Context: an optimization exercise on an open-source flow, tuned for small area. The choices shown serve that exercise and are no tape-out recipe. Function was checked by simulation only, so behaviour that the tests miss may differ from the original. Power and IR drop assume default switching activity.

## flow/config.mk

```make
export PLATFORM = sky130hd
export DESIGN_NAME = beep_top
export DESIGN_NICKNAME = beep_top
export VERILOG_FILES = /design/flow/design.v
export SDC_FILE = /design/flow/constraint.sdc
export NUM_CORES = 4
export LEC_CHECK = 0
export CAP_MARGIN = 20
export CORE_MARGIN = 2
export CORE_UTILIZATION = 40
export SLEW_MARGIN = 20
```

## flow/constraint.sdc

```tcl
create_clock -name core_clock -period 10.0 [get_ports {clk}]
set_input_delay 2.0000 -clock core_clock [delete_from_list [all_inputs] [get_ports {clk}]]
set_output_delay 2.0000 -clock core_clock [all_outputs]
set_load 0.01 [all_outputs]
```

## flow/design.v

```verilog
package beep_pkg;
    typedef logic [3:0]                 digit_t;
    typedef logic [2:0]                 digit_idx_t;
    typedef logic [144-1:0]   seq_bits_t;
    typedef logic [7:0]                 seq_len_t;
    typedef logic [27:0]                beat_cnt_t;
    typedef logic [17:0]                half_t;
    typedef struct packed {
        logic       start;   
        logic       all;
        digit_idx_t idx;     
    } load_req_t;
    typedef struct packed {
        logic      valid;    
        seq_bits_t bits;
        seq_len_t  len;
    } seq_t;
endpackage
`timescale 1ns/1ps
module key_edge (
    input  logic                clk,
    input  logic                rst,
    input  logic                enable,
    input  logic                encode_key,
    input  logic [7:0]          digit_key,
    output beep_pkg::load_req_t req
);
    logic                 enc_dly;
    logic [7:0]           dig_dly;
    logic                 enc_edge;
    logic [7:0]           dig_edge;
    beep_pkg::digit_idx_t sel_idx;
    assign enc_edge = encode_key & ~enc_dly;
    assign dig_edge = digit_key & ~dig_dly;
    always_comb begin
        sel_idx = '0;
        for (int i = 7; i >= 0; i--) begin
            if (dig_edge[i])
                sel_idx = beep_pkg::digit_idx_t'(i);
        end
    end
    always_ff @(posedge clk or posedge rst) begin
        if (rst) begin
            enc_dly <= 1'b0;
            dig_dly <= '0;
            req     <= '0;
        end else if (!enable) begin
            enc_dly <= 1'b0;
            dig_dly <= '0;
            req     <= '0;
        end else begin
            enc_dly   <= encode_key;
            dig_dly   <= digit_key;
            req.start <= enc_edge | (|dig_edge);
            req.all   <= enc_edge;               
            req.idx   <= enc_edge ? '0 : sel_idx;
        end
    end
endmodule
`timescale 1ns/1ps
module digit_encoder (
    input  logic                clk,
    input  logic                rst,
    input  logic                enable,
    input  beep_pkg::load_req_t req,
    input  logic [31:0]         shown,
    output beep_pkg::seq_t      seq
);
    localparam int PAT_W = 18;   
    logic                 walking;
    beep_pkg::digit_idx_t pos;
    beep_pkg::digit_idx_t cur_idx;
    beep_pkg::digit_t     digit;
    beep_pkg::seq_bits_t  acc_bits;
    beep_pkg::seq_len_t   acc_len;
    beep_pkg::seq_bits_t  base_bits;
    beep_pkg::seq_len_t   base_len;
    beep_pkg::seq_bits_t  next_bits;
    beep_pkg::seq_len_t   next_len;
    logic [PAT_W-1:0]     pat;
    beep_pkg::seq_len_t   plen;
    assign cur_idx = req.start ? (req.all ? '0 : req.idx) : pos;
    assign digit   = shown[{cur_idx, 2'b00} +: 4];
    always_comb begin
        case (digit)
            4'h1: begin pat = PAT_W'(17'b0000_1101_1011_0110_1); plen = 8'd17; end
            4'h2: begin pat = PAT_W'(15'b000_1101_1011_0101); plen = 8'd15; end
            4'h3: begin pat = PAT_W'(15'b0000_1101_1010_101); plen = 8'd15; end
            4'h4: begin pat = PAT_W'(14'b0000_1101_0101_01); plen = 8'd14; end
            4'h5: begin pat = PAT_W'(13'b0000_1010_1010_1); plen = 8'd13; end
            4'h6: begin pat = PAT_W'(14'b0000_1010_1010_11); plen = 8'd14; end
            4'h7: begin pat = PAT_W'(15'b0000_1010_1011_011); plen = 8'd15; end
            4'h8: begin pat = PAT_W'(16'b0000_1010_1101_1011); plen = 8'd16; end
            4'h9: begin pat = PAT_W'(17'b0000_1011_0110_1101_1); plen = 8'd17; end
            4'ha: begin pat = PAT_W'(18'b0000_1101_1011_0110_11); plen = 8'd18; end
            default: begin
                pat  = '0;     
                plen = '0;
            end
        endcase
    end
    assign base_bits = req.start ? '0 : acc_bits;
    assign base_len  = req.start ? '0 : acc_len;
    assign next_bits = base_bits | (beep_pkg::seq_bits_t'(pat) << base_len);
    assign next_len  = base_len + plen;
    always_ff @(posedge clk or posedge rst) begin
        if (rst) begin
            walking  <= 1'b0;
            pos      <= '0;
            acc_bits <= '0;
            acc_len  <= '0;
            seq      <= '0;
        end else if (!enable) begin
            walking  <= 1'b0;
            pos      <= '0;
            acc_bits <= '0;
            acc_len  <= '0;
            seq      <= '0;
        end else begin
            seq.valid <= 1'b0;
            if (req.start && req.all) begin
                walking  <= 1'b1;      
                pos      <= beep_pkg::digit_idx_t'(1);
                acc_bits <= next_bits;
                acc_len  <= next_len;
            end else if (req.start) begin
                walking   <= 1'b0;
                seq.valid <= 1'b1;
                seq.bits  <= next_bits;
                seq.len   <= next_len;
            end else if (walking) begin
                acc_bits <= next_bits;
                acc_len  <= next_len;
                pos      <= pos + 1'b1;
                if (pos == beep_pkg::digit_idx_t'(8 - 1)) begin
                    walking   <= 1'b0;
                    seq.valid <= 1'b1;
                    seq.bits  <= next_bits;
                    seq.len   <= next_len;
                end
            end
        end
    end
endmodule
`timescale 1ns/1ps
module beat_sequencer (
    input  logic           clk,
    input  logic           rst,
    input  logic           enable,
    input  beep_pkg::seq_t seq,
    input  logic [2:0]     speed_choose,
    output logic           tone_on,
    output logic           playing
);
    beep_pkg::seq_bits_t bits_q;
    beep_pkg::seq_len_t  len_q;
    beep_pkg::seq_len_t  idx;
    beep_pkg::beat_cnt_t beat_len;
    beep_pkg::beat_cnt_t beat_sel;
    beep_pkg::beat_cnt_t cnt;
    always_comb begin
        case (speed_choose)
            3'b100:  beat_sel = beep_pkg::beat_cnt_t'(64);
            3'b010:  beat_sel = beep_pkg::beat_cnt_t'(32);
            3'b001:  beat_sel = beep_pkg::beat_cnt_t'(16);
            default: beat_sel = beep_pkg::beat_cnt_t'(64);
        endcase
    end
    assign playing = idx < len_q;
    assign tone_on = playing && bits_q[idx];
    always_ff @(posedge clk or posedge rst) begin
        if (rst) begin
            bits_q   <= '0;
            len_q    <= '0;
            idx      <= '0;
            beat_len <= '0;
            cnt      <= '0;
        end else if (!enable) begin
            bits_q   <= '0;
            len_q    <= '0;
            idx      <= '0;
            beat_len <= '0;
            cnt      <= '0;
        end else if (seq.valid) begin
            bits_q   <= seq.bits;    
            len_q    <= seq.len;
            beat_len <= beat_sel;    
            idx      <= '0;
            cnt      <= '0;
        end else if (playing) begin
            if (cnt == beat_len - 1'b1) begin
                cnt <= '0;
                idx <= idx + 1'b1;
            end else begin
                cnt <= cnt + 1'b1;
            end
        end
    end
endmodule
`timescale 1ns/1ps
module tone_gen (
    input  logic       clk,
    input  logic       rst,
    input  logic       enable,
    input  logic       tone_on,
    input  logic [7:0] freq_choose,
    output logic       beep
);
    beep_pkg::half_t half;
    beep_pkg::half_t phase;
    always_comb begin
        case (freq_choose)
            8'b0000_0001: half = beep_pkg::half_t'(9);
            8'b0000_0010: half = beep_pkg::half_t'(8);
            8'b0000_0100: half = beep_pkg::half_t'(7);
            8'b0000_1000: half = beep_pkg::half_t'(6);
            8'b0001_0000: half = beep_pkg::half_t'(5);
            8'b0010_0000: half = beep_pkg::half_t'(4);
            8'b0100_0000: half = beep_pkg::half_t'(3);
            8'b1000_0000: half = beep_pkg::half_t'(2);
            default:      half = '0;    
        endcase
    end
    always_ff @(posedge clk or posedge rst) begin
        if (rst) begin
            phase <= '0;
            beep  <= 1'b0;
        end else if (!enable) begin
            phase <= '0;
            beep  <= 1'b0;
        end else if (tone_on && half != '0) begin
            if (phase >= half - 1'b1) begin
                phase <= '0;
                beep  <= ~beep;
            end else begin
                phase <= phase + 1'b1;
            end
        end else begin
            phase <= '0;     
            beep  <= 1'b0;
        end
    end
endmodule
`timescale 1ns/1ps
module beep_top (
    input  logic        clk,
    input  logic        rst,
    input  logic        enable,
    input  logic [31:0] shown,
    input  logic        encode_key,
    input  logic [7:0]  digit_key,
    input  logic [7:0]  freq_choose,
    input  logic [2:0]  speed_choose,
    output logic        beep,
    output logic        playing
);
    beep_pkg::load_req_t req;
    beep_pkg::seq_t      seq;
    logic                tone_on;
    key_edge key_edge_i (
        .clk        (clk),
        .rst        (rst),
        .enable     (enable),
        .encode_key (encode_key),
        .digit_key  (digit_key),
        .req        (req)
    );
    digit_encoder digit_encoder_i (
        .clk    (clk),
        .rst    (rst),
        .enable (enable),
        .req    (req),
        .shown  (shown),
        .seq    (seq)
    );
    beat_sequencer beat_sequencer_i (
        .clk          (clk),
        .rst          (rst),
        .enable       (enable),
        .seq          (seq),
        .speed_choose (speed_choose),
        .tone_on      (tone_on),
        .playing      (playing)
    );
    tone_gen tone_gen_i (
        .clk         (clk),
        .rst         (rst),
        .enable      (enable),
        .tone_on     (tone_on),
        .freq_choose (freq_choose),
        .beep        (beep)
    );
endmodule
```

## flow/run.sh

```bash
#!/bin/bash
# synth_recipe.tcl (not shown) runs the flow's synth.tcl, then flattens the netlist and writes it again
# the make line also repeats each setting of config.mk as NAME=value (left out here)
make -C /OpenROAD-flow-scripts/flow DESIGN_CONFIG=/design/flow/config.mk WORK_HOME=/design/flow/orfs CLKGATE_MAP_FILE= SYNTH_SCRIPT=/design/flow/synth_recipe.tcl finish
```

==> key figures <==
Status
  • Run status: finished clean

Timing
  • Slew margin rel.: 25.7%
  • Worst-Margin Slew: 1.11 ns
  • Clock period minus final worst setup slack: 6.10 ns
  • RSZ-0062 raised after global routing: no
  • Final hold vios: 0
  • Total negative slack: 0 ns
  • Clock skew: 0.0658 ns
  • Final setup fails: 0
  • Max Slew Vio Count: 0
  • Fmax: 0.164 GHz
  • Fin crit share: 61.0%

Yosys
  • Ys async rst share: 100%
  • Multiplexer share of the synthesized area: 10.2%
  • FF+latch count, synth: 533
  • Top cell type's share of synthesized area: 48.5%
  • Largest family of logic cells by synthesized area: compound AO/OA/AOI/OAI gates
  • Post-synth EDFFs: 0
  • Top-count cell post-synth: dfrtp_1
  • Cell taking the most area after synthesis: dfrtp_1
  • Commonest cells in the netlist: dfrtp_1, nor2_1, o21ai_0
  • Synthesized area per cell: 9.88 sq um
  • Compound-gate portion of the synthesized area: 18.9%
  • Mapped Cells: 2783
  • Syn Nets: 2886
  • YS warnings: 4
  • Synth Area in XOR/XNOR: 1.66%
  • Synth unique cells: 108
  • Mapped Area: 27500 sq um
  • Post-synthesis simple-gate area fraction: 15.0%
  • Ranking of synthesized cells by area: dfrtp_1, mux2i_1, nor2_1, o21ai_0, mux4_2
  • Register area share after synthesis: 48.5%
  • Most used DFF post-synth: dfrtp_1
  • Post-synthesis adder-cell area fraction: 2.21%

Clock network
  • Longest Clk Path Bufs: 3
  • Htree depth: 2
  • CTS root buffer: clkbuf_16
  • Clock-pin slew on the worst setup and hold paths: 0.06 ns
  • Post-CTS Setup Inserts: 0
  • CTS tree: yes
  • Post-CTS Hold Buffers: 0
  • CTS-repair resized insts: 0
  • Clock sinks: 533
  • Worst skew pair latency: 0.66 ns
  • TritonCTS buffer count: 58

Detailed routing
  • DRC: 0
  • Detail Route Antenna Nets: 0
  • Drt pass-1 iters: 5
  • Vias per cell: 6.03
  • Routed len/inst: 22.6 um
  • Starting DRT DRC Count: 2084
  • Vias: 22140
  • Drt total wl: 82900 um

Global route
  • Initial antenna violation count: 1
  • Largest net degree at the start of global routing: 147
  • Total grt overflow: 0
  • Number of global-route vias before repair: 21985
  • GR Util All Layers: 23.5%
  • First-pass GRT wire length: 132000 um

Setup path
  • Crit-path max cell delay: 0.62 ns
  • Critical-path maximum fanout: 18
  • CP Cell Sequence: clkdlybuf4s50_1 -> or4_1 -> o21ai_0 -> o21ai_0 -> or3_1 -> ha_1 -> ha_1 -> a21o_1 -> a21o_1 -> a21o_1 -> a21o_1 -> a2111oi_0 -> o21ai_0 -> a211oi_1 -> o21ai_0 -> or2_2 -> nor2_1
  • Crit path DAT: 6.65 ns
  • CP required: 10.56 ns
  • CP max stage cell: or4_1
  • CP Launch Type: primary input
  • RR Startpoint: key_edge_i.req[4]
  • Crit Path Class: primary input to register
  • Critical Path Sink Type: register
  • Worst setup path startpoint: freq_choose[0]

Power
  • Clk network pwr share: 44.4%
  • Peak VDD IR: 0.141 mV
  • Power per cell area: 163 nW/um^2
  • Sequential power share: 44.5%
  • P_sw: 0.00136 W
  • Combinational Power Share: 11.1%
  • Internal power: 0.00366 W
  • P_leak: 12.9 nW
  • Sw Share: 27.1%

Place
  • Count of input and output buffers: 56
  • Final GP Congestion: 0.891
  • DP HPWL: 52900 um
  • Area after DPL: 28800 sq um

Finish
  • # nets final: 2845
  • Layout cells sized above 1: 9.96%
  • Post-route cell area: 30800 sq um
  • Fillers: 6480
  • Area growth, synth to finish: 12.0%
  • Core Util, Final: 45.1%
  • Ant diodes: 0

Min path
  • Hold crit path type: register to register
  • Hold_sp: digit_encoder_i.acc_bits[26]

Floorplanning
  • Chip Width: 266 um
  • IO Count: 57
  • Starting Density: 40.2%
  • Num rows: 96
  • Core ar.: 68300 sq um
  • Chip Height: 266 um
  • Die area: 70800 sq um

Run
  • Max Cap Viol: 0
[worst max-delay path, delay by kind of cell]
| family | cells | cell delay [ns] |
|---|---|---|
| AND/OR/NAND/NOR | 4 | 1.61 |
| buffers and inverters | 1 | 0.52 |
| AO/OA/AOI/OAI | 10 | 1.92 |
| adder cells (fa/ha/maj) | 2 | 0.60 |
[per-layer routing]
metal	track usage, %	wire length (um)	part of all wire [%]
met1	33.3	36800	44
met2	36.8	37700	46
met3	3.98	5890	7.1
met4	7.55	2440	2.9
met5	0	0	0
[power by group through the flow]
stage | registers, W | logic (W) | clock network, W
final | 0.00223 | 0.000559 | 0.00223
after global routing | 0.00223 | 0.000603 | 0.00235
after CTS | 0.00223 | 0.000553 | 0.00226
after detailed placement | 0.00227 | 0.000551 | 0
after global placement | 0.00227 | 0.000545 | 0
after floorplan | 0.00225 | 0.000375 | 0
[path summary, 6_finish.rpt]
path / to / slack, ns / cells after the start
max in group asynchronous: digit_encoder_i.acc_bits[67] / 6.53 / 4
min: digit_encoder_i.acc_bits[26] / 0.48 / 2
max: tone_gen_i.phase[12] / 3.90 / 17
min reg2reg: digit_encoder_i.acc_bits[26] / 0.48 / 2
max reg2reg: digit_encoder_i.seq[62] / 4.36 / 15
min in group asynchronous: beat_sequencer_i.idx[1] / 1.91 / 3
[final cells by class]
| type | count | area, sq um | share of cell area, % |
|---|---|---|---|
| Inverter | 44 | 174 | 0.565 |
| Multi-Input combinational cell | 2013 | 13300 | 43.1 |
| Timing Repair Buffer | 92 | 882 | 2.86 |
| Tap cell | 882 | 1100 | 3.58 |
| Clock buffer | 85 | 1780 | 5.79 |
| Sequential cell | 533 | 13300 | 43.3 |
| Clock inverter | 23 | 236 | 0.768 |
[sequential cells by signal, summed over array words and instances (netlist names), 3 cells and up]
register,cells
digit_encoder_i.seq,153
beat_sequencer_i.bits_q,144
digit_encoder_i.acc_bits,144
beat_sequencer_i.cnt,28
tone_gen_i.phase,18
beat_sequencer_i.idx,8
beat_sequencer_i.len_q,8
digit_encoder_i.acc_len,8
key_edge_i.dig_dly,8
key_edge_i.req,5
beat_sequencer_i.beat_len,3
digit_encoder_i.pos,3
[layout by cell type (no fill, tap or decap), types with 39 or more instances in the layout]
cell type	n
dfrtp_1	529
nor2_1	352
o21ai_0	259
nand2_1	242
mux2i_1	165
a21oi_1	149
a22oi_1	74
nand3_1	60
clkbuf_16	58
clkdlybuf4s50_1	55
mux4_2	47
ha_1	47
o21ai_1	41
and3_1	40
inv_1	39
[through the flow]
stage / setup slack, ns / hold slack, ns / power (W) / instances
2_1_floorplan: 0.754 / 0.442 / 0.00263 / 2783
3_3_place_gp: 3.30 / 0.454 / 0.00281 / 3563
3_5_place_dp: 3.31 / 0.462 / 0.00282 / 3563
4_1_cts: 3.96 / 0.476 / 0.00505 / 3671
5_1_grt: 3.55 / 0.497 / 0.00519 / 3672
6_report: 3.90 / 0.476 / 0.00502 / 3672
[kinds of logic (layout without fill, tap and decap cells)]
kind of cell | after synthesis | after routing
and+or+nand+nor | 906 | 906
AOI/OAI and AO/OA | 789 | 789
DFF | 533 | 533
buffers and inverters | 237 | 244
muxes | 218 | 218
xor gates and xnor gates | 52 | 52
adders and majority gates | 48 | 48

## afterwards: timing with drivers on the ports
No port has a modelled driver above. Below, the same layout with a new extraction and two added sets of constraints.
Step 1 sets driving cells, clkbuf_16 on the clock port and buf_2 on the other inputs (assumed; they add their load-dependent delay and slew).
Step 2 adds t to the input delays and takes it off the output delays; t is the mean of the earliest and latest rising clock arrival at the registers after step 1. Input paths then give back, and output paths get back, about the clock's delay inside the block.
a / b / c = ideal / step 1 / step 2; a / b = the first two.
t, ns: 0.692
slack for setup (ns): 3.905 / 3.945 / 3.253
worst setup path at the end: input to register
latest minus earliest clock arrival (ns): 0.066 / 0.066
pins driven straight from the clock port: 1
After both steps setup and hold are still met in this run. The setup slack of this run moves by +0.040 ns with the drivers and by -0.652 ns with both steps.
